Background: an optimization exercise with open tools, aiming at small area and a short achievable clock period. Do not read the settings as production practice.
Where RTL was checked, it was by simulation tests only, not by an equivalence proof against the original.
Power and IR drop assume default switching activity.

Setup of try-lagoon:
## donkeyScreen
module donkeyScreen #(
    parameter int TimerStart      = 6059,
    parameter int FramesPerSecond = 60
) (
    input  logic                  frame_clk,
    input  logic                  reset,
    input  logic                  PSEL,
    input  logic                  PENABLE,
    input  logic                  PWRITE,
    input  logic [7:0]            PADDR,
    input  logic [15:0]           PWDATA,
    output logic [15:0]           PRDATA,
    output logic                  PREADY,
    output logic                  PSLVERR,
    input  logic                  frameStart,
    input  spritePkg::coordT      drawX,
    input  spritePkg::coordT      drawY,
    output spritePkg::colorT      rgb,
    output spritePkg::frameCountT timeLeft
);
For scale: about 1700 cells after synthesis, about 140 flip-flops, ~96 I/O pins, ~0.017 mm² of cells after synthesis.
export LEC_CHECK = 0
export CAP_MARGIN = 20
export CORE_MARGIN = 2
export CORE_UTILIZATION = 40
export SLEW_MARGIN = 20
export SYNTH_HIERARCHICAL = 1
export SYNTH_MINIMUM_KEEP_SIZE = 0
create_clock -name core_clock -period 14.0 [get_ports {frame_clk}]
standard.sh (not shown) runs the stock make flow with config.mk's settings and CLKGATE_MAP_FILE= SYNTH_SCRIPT=/design/flow/synth_recipe.tcl, a recipe that flattens the netlist after the stock synthesis.
==> flow/flow/run.sh <==
#!/bin/bash
# The standard layout, with plain buffers on the ports instead of the delay cells
# that port buffering picks by default, and timing repair aimed at a shorter period than
# the clock (the margin); make's output goes to make_finish.log, each tool's to orfs/logs
set -euo pipefail
bash standard.sh finish BUFFER_PORTS_ARGS="-buffer_cell sky130_fd_sc_hd__buf_1" SETUP_SLACK_MARGIN=8 > make_finish.log 2>&1
What try-xenon does differently from try-lagoon at the input level:
Settings: changing CORE_UTILIZATION from 40 to 65; setting CTS_BUF_LIST to sky130_fd_sc_hd__clkbuf_4 sky130_fd_sc_hd__clkbuf_8 for the first time.
--- a/flow/flow/run.sh
+++ b/flow/flow/run.sh
@@ -4,3 +4,3 @@
 # the clock (the margin); make's output goes to make_finish.log, each tool's to orfs/logs
 set -euo pipefail
-bash standard.sh finish BUFFER_PORTS_ARGS="-buffer_cell sky130_fd_sc_hd__buf_1" SETUP_SLACK_MARGIN=8 > make_finish.log 2>&1
+bash standard.sh finish BUFFER_PORTS_ARGS="-buffer_cell sky130_fd_sc_hd__buf_2" SETUP_SLACK_MARGIN=8 > make_finish.log 2>&1
- Multi-input combinational area share in try-xenon is 1.3 points higher than in try-lagoon
- Wire length after detailed routing on try-xenon is ahead of try-lagoon.
- Comparing try-xenon and try-lagoon, the lower post-layout net count is on try-xenon.
- try-xenon and try-lagoon ended up with nearly the same part of the cycle the worst path needs.
- try-xenon: met2 wire length is about 3.7% lower than what try-lagoon reported.
- Between try-xenon and try-lagoon, the number of signal-net buffers in the layout is higher for try-lagoon.
- Compared with try-lagoon, try-xenon shows combinational power that has gone up by a few percent.
Relative to try-xenon, the following input files were edited for try-willow:
Settings: a change of CORE_UTILIZATION from 65 to 40; a deleted CTS_BUF_LIST that had been sky130_fd_sc_hd__clkbuf_4 sky130_fd_sc_hd__clkbuf_8.
Findings:
All of try-xenon and try-willow finish clean. [compare] base=try-xenon new=try-willow: post-route cell area higher, clock buffer count in the final layout +1, via count of the routed design saw a decrease. The met3 usage of try-willow is lower than that of try-xenon. try-willow: effective utilization at floorplan lower than try-xenon. Comparing slack of the critical path for try-xenon and try-willow, the smaller number came from try-xenon. Against try-xenon, routed wire length in try-willow rose slightly. | hold slack | higher: try-xenon |.
The inputs of try-nickel differ from those of try-willow as listed below.
Settings: CTS_BUF_LIST: unset -> sky130_fd_sc_hd__clkbuf_4 sky130_fd_sc_hd__clkbuf_8.
--- outcome ---
As of try-nickel, routed wirelength normalized by instance count had fallen slightly compared to try-willow.
try-nickel against try-willow; largest voltage drop on the vdd net is down by a few percent.
try-nickel — synthesis-to-layout area growth 1.1 points lower, try-willow as reference
Capturing element of the worst setup path: PRDATA[4] -> try-willow, PRDATA[2] -> try-nickel
Comparing try-willow with try-nickel, the global-route wire length before repair came out essentially unchanged.
Diff try-willow -> try-nickel | power per unit of standard cell area | down by a few percent
try-willow → try-nickel: met3 track utilization from global routing now sits at about the same level; register-to-register slack now sits at about the same level.
Measured against each other, try-nickel and try-willow differ in clock-pin transition on the worst setup and hold timing paths, the higher figure coming from try-nickel.
try-nickel vs try-willow — wire length reported by the detailed router dropped slightly
The cell area of try-nickel falls short of that of try-willow by about 1%.
Function was not checked in any run of this note: the RTL went through the layout flow alone.

========
donkeyScreen, a different RTL version from the one above (not shown whole).
Size: roughly 1700 cells after synthesis, about 140 flip-flops.
export LEC_CHECK = 0
export CAP_MARGIN = 20
export CORE_MARGIN = 2
export CORE_UTILIZATION = 40
export CTS_BUF_LIST = sky130_fd_sc_hd__clkbuf_4 sky130_fd_sc_hd__clkbuf_8
export SLEW_MARGIN = 20
export SYNTH_HIERARCHICAL = 1
export SYNTH_MINIMUM_KEEP_SIZE = 0
create_clock -name core_clock -period 14.0 [get_ports {frame_clk}]
==> flow/flow/run.sh <==
#!/bin/bash
# The standard layout, with plain buffers on the ports instead of the delay cells
# that port buffering picks by default, and timing repair aimed at a shorter period than
# the clock (the margin); make's output goes to make_finish.log, each tool's to orfs/logs
set -euo pipefail
bash standard.sh finish BUFFER_PORTS_ARGS="-buffer_cell sky130_fd_sc_hd__buf_2" SETUP_SLACK_MARGIN=8.6 > make_finish.log 2>&1
The starting point ran to the end with no violations.
==> next run, changes <==
==> flow/flow/run.sh (replaced) <==
#!/bin/bash
# The standard layout, with plain buffers on the ports instead of the delay cells
# that port buffering picks by default, and timing repair aimed at a shorter period than
# the clock (the margin); make's output goes to make_finish.log, each tool's to orfs/logs
set -euo pipefail
bash standard.sh finish BUFFER_PORTS_ARGS="-buffer_cell sky130_fd_sc_hd__buf_2" SETUP_SLACK_MARGIN=7.5 > make_finish.log 2>&1
Result: The changed run produced a clean layout; routed wire length went down by 0.58%; worst hold slack loses 0.0054 ns; total power rose by 0.66%; sequential share of layout area is about the same; die area does not change.
==> next run, changes <==
==> flow/flow/run.sh (replaced) <==
#!/bin/bash
# The standard layout, with plain buffers on the ports instead of the delay cells
# that port buffering picks by default, and timing repair aimed at a shorter period than
# the clock (the margin); make's output goes to make_finish.log, each tool's to orfs/logs
set -euo pipefail
bash standard.sh finish BUFFER_PORTS_ARGS="-buffer_cell sky130_fd_sc_hd__buf_2" SETUP_SLACK_MARGIN=8 > make_finish.log 2>&1
Cell count barely changes.
Clock skew shrinks by 0.0051 ns.
Wire length rose by 0.58%.

========
the previous run:
Another version of the RTL of donkeyScreen (not shown whole).
Size in the first run: about 1,600 cells after synthesis, roughly 130 flip-flops, ~96 I/O pins.
export LEC_CHECK = 0
export CAP_MARGIN = 20
export CORE_MARGIN = 2
export CORE_UTILIZATION = 40
export SLEW_MARGIN = 20
export SYNTH_HIERARCHICAL = 1
export SYNTH_MINIMUM_KEEP_SIZE = 0
create_clock -name core_clock -period 14.0 [get_ports {frame_clk}]
==> flow/flow/run.sh <==
#!/bin/bash
# The standard layout, with plain buffers on the ports instead of the delay cells
# that port buffering picks by default; each tool's output goes to its own log under orfs/logs
set -euo pipefail
bash standard.sh finish BUFFER_PORTS_ARGS="-buffer_cell sky130_fd_sc_hd__buf_2" > make_finish.log 2>&1
The previous run finished every stage and its layout cleared the timing, DRC and antenna checks.
The inputs of the current run differ from those of the previous run as listed below.
==> flow/run.sh (new file) <==
#!/bin/bash
# synth_recipe.tcl (not shown) runs the flow's synth.tcl, then flattens the netlist and writes it again
# the make line also repeats each setting of config.mk as NAME=value (left out here)
make -C /OpenROAD-flow-scripts/flow DESIGN_CONFIG=/design/flow/config.mk WORK_HOME=/design/flow/orfs CLKGATE_MAP_FILE= SYNTH_SCRIPT=/design/flow/synth_recipe.tcl finish
removed: flow/flow/run.sh
removed: flow/standard.sh
==> comparison <==
- Every run in the comparison, the current run and the previous run, completed the flow with a clean layout.
- Per the comparison of the current run with the previous run, cell area increased about 2.3%; via count level.
- Share of the final layout cell area in sequential cells: the current run vs the previous run down 0.40 points
- | routing usage on met3 | the current run vs the previous run | ≈ equal |
- Cell at the slowest stage of the critical path: sky130_fd_sc_hd__clkdlybuf4s50_1 -> the current run, sky130_fd_sc_hd__fa_1 -> the previous run
- There was hardly any difference in clock share of power between the current run and the previous run.
- Looking at top fanout value on the critical path across the current run and the previous run, the one that comes out lower is the previous run.
- [compare] base=the previous run new=the current run: worst hold slack went up; final period demand of the worst path went up.
No functional check of the RTL was part of any run of this note.

========
== job 7361 ==
Another version of the RTL of donkeyScreen (not shown whole).
For scale: roughly 16000 µm² of cells after synthesis.
export LEC_CHECK = 0
export CAP_MARGIN = 20
export CORE_MARGIN = 2
export CORE_UTILIZATION = 40
export CTS_BUF_LIST = sky130_fd_sc_hd__clkbuf_4 sky130_fd_sc_hd__clkbuf_8
export SLEW_MARGIN = 20
export SYNTH_HIERARCHICAL = 1
export SYNTH_MINIMUM_KEEP_SIZE = 0
create_clock -name core_clock -period 14.0 [get_ports {frame_clk}]
==> flow/flow/run.sh <==
#!/bin/bash
# The standard layout, with plain buffers on the ports instead of the delay cells
# that port buffering picks by default, and timing repair aimed at a shorter period than
# the clock (the margin); make's output goes to make_finish.log, each tool's to orfs/logs
set -euo pipefail
bash standard.sh finish BUFFER_PORTS_ARGS="-buffer_cell sky130_fd_sc_hd__buf_2" SETUP_SLACK_MARGIN=7.7 > make_finish.log 2>&1
> inputs changed (job 7361 -> job 3364)
Settings: setting PLACE_DENSITY to 0.7 for the first time; changing CORE_UTILIZATION from 40 to 55.
-- flow/flow/run.sh --
<<< job 7361, line 6
bash standard.sh finish BUFFER_PORTS_ARGS="-buffer_cell sky130_fd_sc_hd__buf_2" SETUP_SLACK_MARGIN=7.7 > make_finish.log 2>&1
>>> job 3364, line 6
bash standard.sh finish BUFFER_PORTS_ARGS="-buffer_cell sky130_fd_sc_hd__buf_2" SETUP_SLACK_MARGIN=8 > make_finish.log 2>&1
Notes after the runs:
As of job 3364, cell total after placement had fallen by a few percent compared to job 7361. Taking job 7361 as the reference, in job 3364 number of top-level pins held; worst path setup slack after routing shrank by 0.0045 ns; share of the final layout cell area in multi-input gates moved up; layout overhead on the synthesized area decreased 1.3 points; post-route cell area shrank by 210 µm². Reported for job 7361 and job 3364, length in cells of the worst reg-to-reg path turned out identical to the last digit. ~same maximum achievable frequency in job 7361 and job 3364. As far as arrival time at the worst endpoint is concerned, job 7361 and job 3364 perform about the same.
What job 4868 does differently from job 3364 at the input level:
Settings: CORE_UTILIZATION: 55 -> 40; PLACE_DENSITY: 0.7 -> unset.
==> run notes <==
Summary of job 4868 over job 3364: met2 routing resource usage after global routing fell by 10 points, wire length grew by 3.9%. Job 4868: via count of the first global-routing pass lower than job 3364. Going from job 3364 to job 4868, final area grew slightly. Looking at multi-input gate share of the layout cell area across job 4868 and job 3364, the one that comes out higher is job 3364. On global router's overall resource usage: between job 4868 and job 3364, it ends up lower for job 4868. Per the comparison of job 4868 with job 3364, endpoint arrival time on the critical path comparable; final critical delay including setup and external delays now smaller; sequential fraction of total cell area now smaller; sum of met2 wire segment lengths after detailed routing now larger. Top achievable clock speed essentially unchanged between job 3364 and job 4868.
diff inputs: job 4868 => job 541
Settings: a change of CTS_BUF_LIST from sky130_fd_sc_hd__clkbuf_4 sky130_fd_sc_hd__clkbuf_8 to sky130_fd_sc_hd__clkbuf_2 sky130_fd_sc_hd__clkbuf_4 sky130_fd_sc_hd__clkbuf_8; an added CTS_CLUSTER_DIAMETER of 60; an added CTS_CLUSTER_SIZE of 10.
## What came out
- Diff job 541..job 4868 | die area | unchanged
- From job 4868 to job 541, fraction of area in registers did not move at all.
- Per the comparison of job 541 with job 4868, net switching power of the design now sits at about the same level; net count reported at finish held steady.
- There was hardly any difference in slack of the worst reg-to-reg path between job 541 and job 4868.
- Job 4868 → job 541: floorplan die height did not really move, clock power did not really move.

==> afterwards: timing with drivers on the ports <==
No port has a modelled driver above. Below, the same layouts with a new extraction and two added sets of constraints.
Step 1 (the two cells are an assumption about what drives the block):
set clk [get_ports {frame_clk}]
set_driving_cell -lib_cell sky130_fd_sc_hd__clkbuf_16 $clk
set_driving_cell -lib_cell sky130_fd_sc_hd__buf_2 [delete_from_list [all_inputs] $clk]
Step 2 moves the port delays by t, midway between the first and last clock arrival at a register: inputs arrive t later, outputs are due t later. That takes back most of the time a late clock gives input paths.
Three values: ideal, step 1, step 2; two values: the first two.
| run | t (ns) | slack for setup (ns) | latest minus earliest clock arrival (ns) | worst slew at a driven data input, ns |
|---|---|---|---|---|
| try-lagoon | 0.473 | 7.491 / 7.271 / 7.271 | 0.012 / 0.012 | 0.25 |
| try-xenon | 0.506 | 7.499 / 7.270 / 7.270 | 0.016 / 0.015 | 0.26 |
| try-willow | 0.476 | 7.511 / 7.274 / 7.274 | 0.011 / 0.011 | 0.23 |
| try-nickel | 0.494 | 7.506 / 7.277 / 7.277 | 0.018 / 0.017 | 0.23 |
| the first run of note 2 | 0.502 | 7.469 / 7.248 / 7.248 | 0.013 / 0.013 | 0.27 |
| the second run of note 2 | 0.496 | 7.445 / 7.242 / 7.242 | 0.017 / 0.018 | 0.21 |
| the third run of note 2 | 0.502 | 7.469 / 7.248 / 7.248 | 0.013 / 0.013 | 0.27 |
| the previous run | 0.481 | 6.651 / 6.651 / 6.651 | 0.007 / 0.007 | 0.06 |
| the current run | 0.483 | 5.615 / 5.594 / 5.594 | 0.009 / 0.009 | 0.05 |
| job 7361 | 0.515 | 7.499 / 7.289 / 7.289 | 0.022 / 0.022 | 0.24 |
| job 3364 | 0.498 | 7.494 / 7.261 / 7.261 | 0.024 / 0.024 | 0.24 |
| job 4868 | 0.503 | 7.500 / 7.272 / 7.272 | 0.019 / 0.018 | 0.25 |
| job 541 | 0.503 | 7.500 / 7.272 / 7.272 | 0.019 / 0.018 | 0.25 |
After both steps every run listed still meets setup and hold. The setup slack of try-willow, which loses most, moves by -0.237 ns with the drivers and by -0.237 ns with both steps.
